This is an optimization exercise on Yosys and OpenROAD, whose aim is a short achievable clock period and few clock cycles per item, not a production implementation.
The RTL was checked by simulation tests, not by an equivalence proof against the original design.
Power and IR drop assume default switching activity.

==> 10-11: inputs <==
Design mips_pipeline, start of the top module:
module mips_pipeline (
    input  logic        i_clock,
    input  logic        i_arst_n,
    input  logic        i_run_req,
    output logic        o_run_ack,
    input  logic        i_imem_we,
    input  logic [5:0]  i_imem_addr,
    input  logic [31:0] i_imem_data,
    input  logic [4:0]  i_dbg_addr,
    output logic [31:0] o_dbg_data
);
    localparam logic [1:0] ST_IDLE = 2'd0;
    localparam logic [1:0] ST_RUN  = 2'd1;
    localparam logic [1:0] ST_DONE = 2'd2;
    logic [1:0]  state;
    logic        running;            
    logic        idle_req;           
    logic        commit;             
    logic        cmt_pend;           
    logic        rb_pend;            
    logic        spec_done;          
    logic [63:0][31:0] imem;
    logic [63:0] written;            
    logic [6:0]  spc;                
    logic [64:0] spc_oh;             
    logic [6:0]  spc_inc;
    logic        halted;             
    logic        wq_we;
    logic [5:0]  wq_addr;
    logic [31:0] wq_data;
    logic [31:0] pre0;
    logic [31:0] pre1;
    logic        pv0;                
    logic        pv1;
    logic        pre_ok;             
    logic        f_q;                
    logic        stall;              
    localparam int UL_N = 16;
    logic [UL_N-1:0][5:0]  ul_addr;
    logic [UL_N-1:0][31:0] ul_data;
    logic [4:0]  ul_cnt;
    logic        restoring;          
    logic [4:0]  sf_cnt;             
    logic        st_block;
  ...
Settings: LEC_CHECK=0, CAP_MARGIN=20, CORE_MARGIN=2, CORE_UTILIZATION=55, SETUP_SLACK_MARGIN=3.8, SLEW_MARGIN=20, SYNTH_HIERARCHICAL=1, TNS_END_PERCENT=100; clock period 7.0 ns.
run.sh (not shown) runs the stock make flow with config.mk's settings and CLKGATE_MAP_FILE= SYNTH_SCRIPT=/design/flow/synth_recipe.tcl, a recipe that flattens the netlist after the stock synthesis.
==> inputs of 01-02, as changes to 10-11 <==
--- a/flow/design.v
+++ b/flow/design.v
@@ -131,60 +131,45 @@
     input  logic [W-1:0] a,
     output logic [W-1:0] y
 );
     assign y = ~a;
 endmodule
-module hb_nor2 #(parameter int W = 32) (
-    input  logic [W-1:0] a,
-    input  logic [W-1:0] b,
-    output logic [W-1:0] y
-);
-    assign y = ~(a | b);
-endmodule
-module hb_ortree #(parameter int W = 32, parameter int N = 32, parameter bit INV = 1) (
-    input  logic [N-1:0][W-1:0] d,
-    output logic [W-1:0]        y
-);
-    if (N == 1) begin : leaf
-        if (INV) begin : i
-            hb_inv #(W) u (.a(d[0]), .y(y));
-        end else begin : t
-            assign y = d[0];
-        end
-    end else begin : node
-        logic [N/2-1:0][W-1:0] h;
-        for (genvar k = 0; k < N / 2; k++) begin : g
-            if (INV) begin : n
-                hb_nand2 #(W) u (.a(d[2*k]), .b(d[2*k+1]), .y(h[k]));
-            end else begin : r
-                hb_nor2 #(W) u (.a(d[2*k]), .b(d[2*k+1]), .y(h[k]));
-            end
-        end
-        hb_ortree #(.W(W), .N(N / 2), .INV(!INV)) up (.d(h), .y(y));
-    end
-endmodule
 module hb_aor64 #(parameter int W = 32) (
     input  logic [63:0]        sel,
     input  logic [63:0][W-1:0] d,
     output logic [W-1:0]       y
 );
     logic [31:0][W-1:0] l1;      
+    logic [7:0][W-1:0]  l2;      
+    logic [1:0][W-1:0]  l3;      
     for (genvar k = 0; k < 32; k++) begin : a1
         hb_aoi22 #(W) u (.s0(sel[2*k]), .d0(d[2*k]), .s1(sel[2*k+1]), .d1(d[2*k+1]), .y(l1[k]));
     end
-    hb_ortree #(.W(W), .N(32), .INV(1)) t (.d(l1), .y(y));
+    for (genvar k = 0; k < 8; k++) begin : a2
+        hb_nand4 #(W) u (.a(l1[4*k]), .b(l1[4*k+1]), .c(l1[4*k+2]), .d(l1[4*k+3]), .y(l2[k]));
+    end
+    for (genvar k = 0; k < 2; k++) begin : a3
+        hb_nor4 #(W) u (.a(l2[4*k]), .b(l2[4*k+1]), .c(l2[4*k+2]), .d(l2[4*k+3]), .y(l3[k]));
+    end
+    hb_nand2 #(W) a4 (.a(l3[0]), .b(l3[1]), .y(y));
 endmodule
 module hb_aor32 #(parameter int W = 32) (
     input  logic [31:0]        sel,
     input  logic [31:0][W-1:0] d,
     output logic [W-1:0]       y
 );
     logic [15:0][W-1:0] l1;      
+    logic [3:0][W-1:0]  l2;      
+    logic [W-1:0]       l3;      
     for (genvar k = 0; k < 16; k++) begin : a1
         hb_aoi22 #(W) u (.s0(sel[2*k]), .d0(d[2*k]), .s1(sel[2*k+1]), .d1(d[2*k+1]), .y(l1[k]));
     end
-    hb_ortree #(.W(W), .N(16), .INV(1)) t (.d(l1), .y(y));
+    for (genvar k = 0; k < 4; k++) begin : a2
+        hb_nand4 #(W) u (.a(l1[4*k]), .b(l1[4*k+1]), .c(l1[4*k+2]), .d(l1[4*k+3]), .y(l2[k]));
+    end
+    hb_nor4 #(W) a3 (.a(l2[0]), .b(l2[1]), .c(l2[2]), .d(l2[3]), .y(l3));
+    hb_inv #(W) a4 (.a(l3), .y(y));
 endmodule
 module hb_sel7 (
     input  logic [6:0]  s,
     input  logic [31:0] d0,
     input  logic [31:0] d1,
@@ -196,33 +181,10 @@
     output logic [31:0] y
 );
     assign y = ({32{s[0]}} & d0) | ({32{s[1]}} & d1) | ({32{s[2]}} & d2) | ({32{s[3]}} & d3)
              | ({32{s[4]}} & d4) | ({32{s[5]}} & d5) | ({32{s[6]}} & d6);
 endmodule
-module hb_sad (
-    input  logic [7:0]  base,
-    input  logic [7:0]  off,
-    output logic [63:0] sel
-);
-    logic [7:0] ap;
-    logic [7:0] ag;
-    logic       c2;
-    assign ap = base ^ off;
-    assign ag = base & off;
-    assign c2 = ag[1] | (ap[1] & ag[0]);
-    always_comb begin
-        for (int k = 0; k < 64; k++) begin
-            logic [7:0] kk;
-            logic       m;
-            kk = {6'(k), 2'b00};
-            m  = ((ap[2] ^ kk[2]) == c2);
-            for (int i = 3; i < 8; i++)
-                m = m & ((ap[i] ^ kk[i]) == (ag[i-1] | (ap[i-1] & !kk[i-1])));
-            sel[k] = m;
-        end
-    end
-endmodule
 `timescale 1ns/1ns
 module mips_pipeline (
     input  logic        i_clock,
     input  logic        i_arst_n,
     input  logic        i_run_req,
@@ -278,14 +240,10 @@
     logic [31:0] ir;
     logic        ir_valid;
     logic        ir_halt;
     logic [31:0] rs_oh;              
     logic [31:0] rt_oh;
-    logic        fa_q;
-    logic        fb_q;
-    logic        wa_q;
-    logic        wt_q;
     assign spc_inc   = spc + 7'd1;
     assign wr        = i_imem_we && !running;
     assign bus_hit   = wr && !spc[6] && (i_imem_addr == spc[5:0]);
     assign q_hit     = wq_we && (wq_addr == spc[5:0]);
     assign pre_avail = pre_ok && (running || (f_q ? pv1 : pv0));
@@ -431,27 +389,39 @@
         endcase
         if (d_dest == 5'd0) d_we = 1'b0;
     end
     hb_aor32 #(32) u_rs_read (.sel(rs_oh), .d(s_regs), .y(rs_raw));
     hb_aor32 #(32) u_rt_read (.sel(rt_oh), .d(s_regs), .y(rt_raw));
-    assign rs_val  = wa_q ? res_q : rs_raw;
-    assign rt_val  = wt_q ? res_q : rt_raw;
+    assign rs_val  = (wb_we && wb_dest == rs && rs != 5'd0) ? res_q : rs_raw;
+    assign rt_val  = (wb_we && wb_dest == rt && rt != 5'd0) ? res_q : rt_raw;
     assign imm_val = {d_zext ? 16'd0 : {16{ir[15]}}, ir[15:0]};
-    assign d_fa    = fa_q;
-    assign d_fb    = fb_q;
-    assign d_fs    = fb_q;
+    assign d_fa    = ex_wen && (ex_dest == rs);
+    assign d_fb    = ex_wen && (ex_dest == rt);
+    assign d_fs    = d_fb;
     logic [7:0]  res_lo;
+    logic [7:0]  base_lo;
+    logic [7:0]  ap;
+    logic [7:0]  ag;
+    logic        c2;
     logic [63:0] d_dsel;
     logic        ex_slow;
-    logic [63:0] sel_rs;
-    logic [63:0] sel_wb;
-    logic [63:0] sel_ex;
     assign stall   = ir_valid && d_mem && d_fa && ex_slow;
-    hb_sad u_sad_rs (.base(rs_raw[7:0]), .off(ir[7:0]), .sel(sel_rs));
-    hb_sad u_sad_wb (.base(res_q[7:0]),  .off(ir[7:0]), .sel(sel_wb));
-    hb_sad u_sad_ex (.base(res_lo),      .off(ir[7:0]), .sel(sel_ex));
-    assign d_dsel  = d_fa ? sel_ex : wa_q ? sel_wb : sel_rs;
+    assign base_lo = d_fa ? res_lo : rs_val[7:0];
+    assign ap = base_lo ^ ir[7:0];
+    assign ag = base_lo & ir[7:0];
+    assign c2 = ag[1] | (ap[1] & ag[0]);
+    always_comb begin
+        for (int k = 0; k < 64; k++) begin
+            logic [7:0] kk;
+            logic       m;
+            kk = {6'(k), 2'b00};
+            m  = ((ap[2] ^ kk[2]) == c2);
+            for (int i = 3; i < 8; i++)
+                m = m & ((ap[i] ^ kk[i]) == (ag[i-1] | (ap[i-1] & !kk[i-1])));
+            d_dsel[k] = m;
+        end
+    end
     logic        ex_valid;
     logic        ex_we;
     logic        ex_st;
     logic        ex_halt;
     logic [4:0]  ex_dest;
@@ -470,10 +440,11 @@
     logic [31:0] st_data;
     logic [31:0] sum;
     logic [31:0] dif;
     logic        slt;
     logic [63:0] dsel;               
+    logic [5:0]  ex_idx;
     logic [31:0] ld_data;
     logic [31:0] result;
     logic        ex_wen;
     logic        ex_sen;
     assign op_a    = ex_a;
@@ -490,23 +461,10 @@
                    | ({8{ex_op[4]}} & (op_a[7:0] ^ op_b[7:0]));
     hb_sel7 u_result (.s(ex_op), .d0(sum), .d1(dif), .d2(op_a & op_b), .d3(op_a | op_b),
                       .d4(op_a ^ op_b), .d5({31'd0, slt}), .d6(ld_data), .y(result));
     assign ex_wen  = ex_valid && ex_we;
     assign ex_sen  = ex_valid && ex_st;
-    always_ff @(posedge i_clock) begin
-        if (!stall) begin
-            fa_q <= ir_valid && d_we && (d_dest == next_ir[25:21]);
-            fb_q <= ir_valid && d_we && (d_dest == next_ir[20:16]);
-            wa_q <= ex_wen && (ex_dest == next_ir[25:21]);
-            wt_q <= ex_wen && (ex_dest == next_ir[20:16]);
-        end else begin
-            fa_q <= 1'b0;
-            fb_q <= 1'b0;
-            wa_q <= ex_wen && (ex_dest == rs);
-            wt_q <= ex_wen && (ex_dest == rt);
-        end
-    end
     always_ff @(posedge i_clock or negedge i_arst_n) begin
         if (!i_arst_n) begin
             ex_valid  <= 1'b0;
             wb_we     <= 1'b0;
             wb_oh     <= '0;
@@ -539,27 +497,25 @@
         ex_bn   <= ~(d_imm ? imm_val : d_fb ? result : rt_val);
         ex_s    <= d_fs ? result : rt_val;
         ex_off  <= ir[7:0];
         ex_slow <= d_op[5] | d_op[6];
         dsel    <= d_dsel;
+        ex_idx  <= 6'((base_lo + ir[7:0]) >> 2);
         res_q   <= result;
         wb_dest <= ex_dest;
     end
     always_ff @(posedge i_clock) begin
         s_regs[0] <= 32'd0;
         for (int r = 1; r < 32; r++) begin
             if (rb_pend) s_regs[r] <= a_regs[r];
             else if (wb_oh[r]) s_regs[r] <= res_q;
         end
     end
-    logic [5:0]  st_idx;             
+    logic [5:0]  st_idx;
     logic        st_we;
     logic        ul_push;
-    always_comb begin
-        st_idx = '0;
-        for (int k = 0; k < 64; k++) if (dsel[k]) st_idx = st_idx | 6'(k);
-    end
+    assign st_idx      = ex_idx;
     assign st_we       = ex_sen && !rb_pend;
     assign ul_push     = st_we && !running && !commit;
     always_ff @(posedge i_clock) begin
         for (int w = 0; w < 64; w++) begin
             if (restoring) begin
- ABC_CLOCK_PERIOD_IN_PS: default -> 2000
- CORE_UTILIZATION: 55 -> 60
- TNS_END_PERCENT: 100 -> 10
==> comparison table <==
| metric | 01-02 | 10-11 |
|---|---|---|
| Insertion delay of the later-clocked pin in the worst-skew pair | 1190 ps | 1200 ps |
| Routed met1 length | 459,000 um | 480,000 um |
| Die Area | 0.575 mm2 | 0.645 mm2 |
| Worst slack at placement | 1300 ps | 1670 ps |
| Status | timing/DRC/antenna clean | timing/DRC/antenna clean |
| Portion of total power attributed to sequential cells | 0.403 | 0.370 |
| Post-route fraction of the period consumed by the critical path | 0.616 | 0.506 |
| NumNets Final | 24,393 | 27,887 |
| Final worst path period need | 4310 ps | 3540 ps |
| Capturing element of the worst setup path | dsel[23] | dsel[15] |
| Sequential share of cell area | 0.537 | 0.524 |
| Non-clock inverter total of the final layout | 272 | 329 |
| Storage element area | 0.207 mm2 | 0.207 mm2 |
| Count of clock buffers in the final design | 1,037 | 1,046 |
| Netlist area before placement | 0.341 mm2 | 0.351 mm2 |
| Pin count of the biggest net entering global routing | 196 | 155 |
| Endpoint of the most critical register-to-register path | dsel[23] | dsel[15] |
| Total net switching power | 67.8 mW | 79.2 mW |
| Fmax | 232 MHz | 282 MHz |
| Crit. Startpoint | rs_oh[30] | rs_oh[6] |
| ANT cells | 88 | 56 |
| Power consumed by combinational cells | 65.2 mW | 81.2 mW |
| Post CTS Setup Buffer Count | 260 | 247 |
| Number of resized instances in the post-cts repair step | 647 | 1,514 |
| Met2 wire length | 531,000 um | 551,000 um |
| Layout non-clock buf frac | 0.0391 | 0.0319 |
Testbench counts of 10-11, summed over its fixed seeds: cycles 45,539, programs 800.
Testbench counts of 01-02, summed over its fixed seeds: cycles 45,539, programs 800.

[afterwards: timing with drivers on the ports]
In the flow no input, the clock included, has a driving cell. The finished layouts below were timed again as built, in two steps. Step 1: set_driving_cell puts a clkbuf_16 on i_clock and a buf_2 on each other input, an assumption about the parent block. Step 2, shift: input delay + t, output delay - t, t = (earliest + latest rising clock arrival at the registers) / 2. This alone moves slack from input paths to output paths. Three values: ideal ports, drivers, drivers and shift; two values: the first two.
run | t (ns) | setup WS [ns] | hold slack, ns
10-11 | 1.298 | 3.456 / 3.456 / 2.379 | 0.216 / 0.135 / 0.449
01-02 | 1.288 | 2.689 / 2.689 / 2.268 | 0.183 / 0.272 / 0.443
After both steps setup and hold are still met in every run listed. For 10-11, which loses most, drivers alone change the setup slack by 0.000 ns; drivers and shift together by -1.077 ns.
